This design comes from an exercise in tuning for small area, a short achievable clock period and few clock cycles per item on the open sky130 flow, not from production work.
Function was checked by simulation only, so behaviour that the tests miss may differ from the original.

Design location_stack_with_search_top, start of the top module:
module location_stack_with_search_top #(
    parameter int STACK_DEPTH = lsws_pkg::DEF_STACK_DEPTH,
    parameter int COORD_BITS  = lsws_pkg::DEF_COORD_BITS
) (
    input  logic                   i_clk,
    input  logic                   i_rst_n,
    input  logic                   in_valid,
    output logic                   in_ready,
    input  logic [1:0]             in_action,
    input  logic [COORD_BITS-1:0]  in_loc_row,
    input  logic [COORD_BITS-1:0]  in_loc_col,
    input  logic [2:0]             in_loc_dir,
    output logic                   out_valid,
    input  logic                   out_ready,
    output logic [COORD_BITS-1:0]  out_top_row,
    output logic [COORD_BITS-1:0]  out_top_col,
    output logic [2:0]             out_top_dir,
    output logic                   out_is_empty,
    output logic                   out_found,
    output logic [$clog2(STACK_DEPTH+1)-1:0] out_entry_count,
    output logic [1:0]             out_status
);
For scale: roughly 18000 cells after synthesis, ~5200 flip-flops, roughly 0.19 mm^2 of cells after synthesis.
Settings: LEC_CHECK=0, CAP_MARGIN=20, CORE_MARGIN=2, CORE_UTILIZATION=55, CTS_BUF_LIST=sky130_fd_sc_hd__clkbuf_16, CTS_CLUSTER_DIAMETER=70, CTS_CLUSTER_SIZE=24, PLACE_DENSITY=0.65, SETUP_SLACK_MARGIN=5, SLEW_MARGIN=20, SYNTH_MEMORY_MAX_BITS=16384; clock period 8.0 ns.
run.sh (not shown) runs the stock make flow with config.mk's settings and CLKGATE_MAP_FILE= SYNTH_SCRIPT=/design/flow/synth_recipe.tcl, a recipe that flattens the netlist after the stock synthesis.
Testbench counts at the start, summed over its fixed seeds: cycles 12,024, items 12,000.
Edit:
--- a/flow/design.v
+++ b/flow/design.v
@@ -41,16 +41,14 @@
 ) (
     input  logic                  i_clk,
     input  logic                  i_rst_n,
     input  lsws_pkg::t_cmd        i_cmd,
     input  logic [COORD_BITS-1:0] i_row,
     input  logic [COORD_BITS-1:0] i_col,
     input  logic [lsws_pkg::DIR_BITS-1:0] i_dir,
-    input  logic [COORD_BITS-1:0] i_row_n,    
-    input  logic [COORD_BITS-1:0] i_col_n,    
     output logic [NG-1:0]         o_ghit,
     output logic                  o_n_full,
     output logic                  o_n_empty,
     output logic                  o_n_off,
     output logic [CW-1:0]         o_count,
     output logic                  o_empty,
     output logic [EW-1:0]         o_top
@@ -86,21 +84,16 @@
         for (gi = 0; gi < NS; gi++) begin : g_cmp
             if (gi == 0) begin : g_first
                 assign valid[gi] = !r_off && !r_empty;
             end else begin : g_rest
                 assign valid[gi] = r_end_lt_h[gi / 16] ||
                                    (r_end_eq_h[gi / 16] && r_end_lt_l[gi % 16]);
             end
-            if (gi % 2 == 0) begin : g_even
-                assign hit[gi] = valid[gi] &&
-                    (r_slot[gi][EW-1:DIR_BITS] == {i_row, i_col});
-            end else begin : g_odd
-                assign hit[gi] = valid[gi] &&
-                    (r_slot[gi][EW-1:DIR_BITS] == {i_row_n, i_col_n});
-            end
+            assign hit[gi] = valid[gi] &&
+                ((r_slot[gi][EW-1:DIR_BITS] ^ {(EW-DIR_BITS){1'(gi % 2)}}) == {i_row, i_col});
         end
         for (gi = 0; gi < NG; gi++) begin : g_grp
             if ((gi + 1) * 8 <= NS) begin : g_full
                 assign o_ghit[gi] = |hit[gi*8 +: 8];
             end else begin : g_part
                 assign o_ghit[gi] = |hit[NS-1:gi*8];
             end
@@ -182,16 +175,14 @@
     logic                   take;
     logic                   r_in_ready;
     logic                   r_v1;
     lsws_pkg::t_cmd                   r_cmd;
     logic [COORD_BITS-1:0]  r_row;
     logic [COORD_BITS-1:0]  r_col;
     logic [DIR_BITS-1:0]    r_dir;
-    logic [COORD_BITS-1:0]  r_row_n;    
-    logic [COORD_BITS-1:0]  r_col_n;
     logic                   n_full, n_empty, n_off;
     lsws_pkg::t_cmd                   cmd;
     assign in_ready = r_in_ready;
     assign take     = in_valid && r_in_ready;
     always_comb begin
         cmd = '0;
         cmd.status = ST_OK;
@@ -213,16 +204,14 @@
         cmd.dn   = !cmd.up;
         cmd.ins1 = cmd.push && n_off;
     end
     always_ff @(posedge i_clk) begin
         r_row <= in_loc_row;
         r_col <= in_loc_col;
         r_dir <= in_loc_dir;
-        r_row_n <= ~in_loc_row;
-        r_col_n <= ~in_loc_col;
         if (!i_rst_n) begin
             r_v1  <= 1'b0;
             r_cmd    <= '0;
             r_cmd.dn <= 1'b1;
         end else begin
             r_v1  <= take;
             r_cmd <= cmd;
@@ -239,16 +228,14 @@
     ) u_datapath (
         .i_clk    (i_clk),
         .i_rst_n  (i_rst_n),
         .i_cmd    (r_cmd),
         .i_row    (r_row),
         .i_col    (r_col),
         .i_dir    (r_dir),
-        .i_row_n  (r_row_n),
-        .i_col_n  (r_col_n),
         .o_ghit   (ghit),
         .o_n_full (n_full),
         .o_n_empty(n_empty),
         .o_n_off  (n_off),
         .o_count  (count),
         .o_empty  (empty),
         .o_top    (top)
=> The new run went through all stages and came out clean. Hold slack loses 0.0099 ns. Utilization shrinks by 0.36 points. Setup slack degrades by 0.018 ns. Design area stays flat. Routed wire length shrinks by 11%.
Testbench counts after the change, summed over its fixed seeds: cycles 12,024, items 12,000.

-- separate check: timing with driven ports --
The results above use ideal ports. As a check the final layouts listed here were re-extracted and re-timed, cells and wires unchanged.
Step 1, drivers: a clkbuf_16 drives i_clk and a buf_2 each remaining input, both assumed.
Step 2 adds t to the input delays and takes it off the output delays; t is the mean of the earliest and latest rising clock arrival at the registers after step 1. Input paths then give back, and output paths get back, about the clock's delay inside the block.
a / b / c = ideal / step 1 / step 2; a / b = the first two.
run	t, ns	slack for setup (ns)	clock arrival spread, ns	slew at the worst register clock pin (ns)
the first run	1.053	4.926 / 4.858 / 4.104	0.094 / 0.094	0.10 / 0.10
the second run	1.066	4.908 / 4.854 / 4.108	0.067 / 0.067	0.10 / 0.10
After both steps every run listed still meets setup and hold. The setup slack of the first run, which loses most, moves by -0.068 ns with the drivers and by -0.822 ns with both steps.
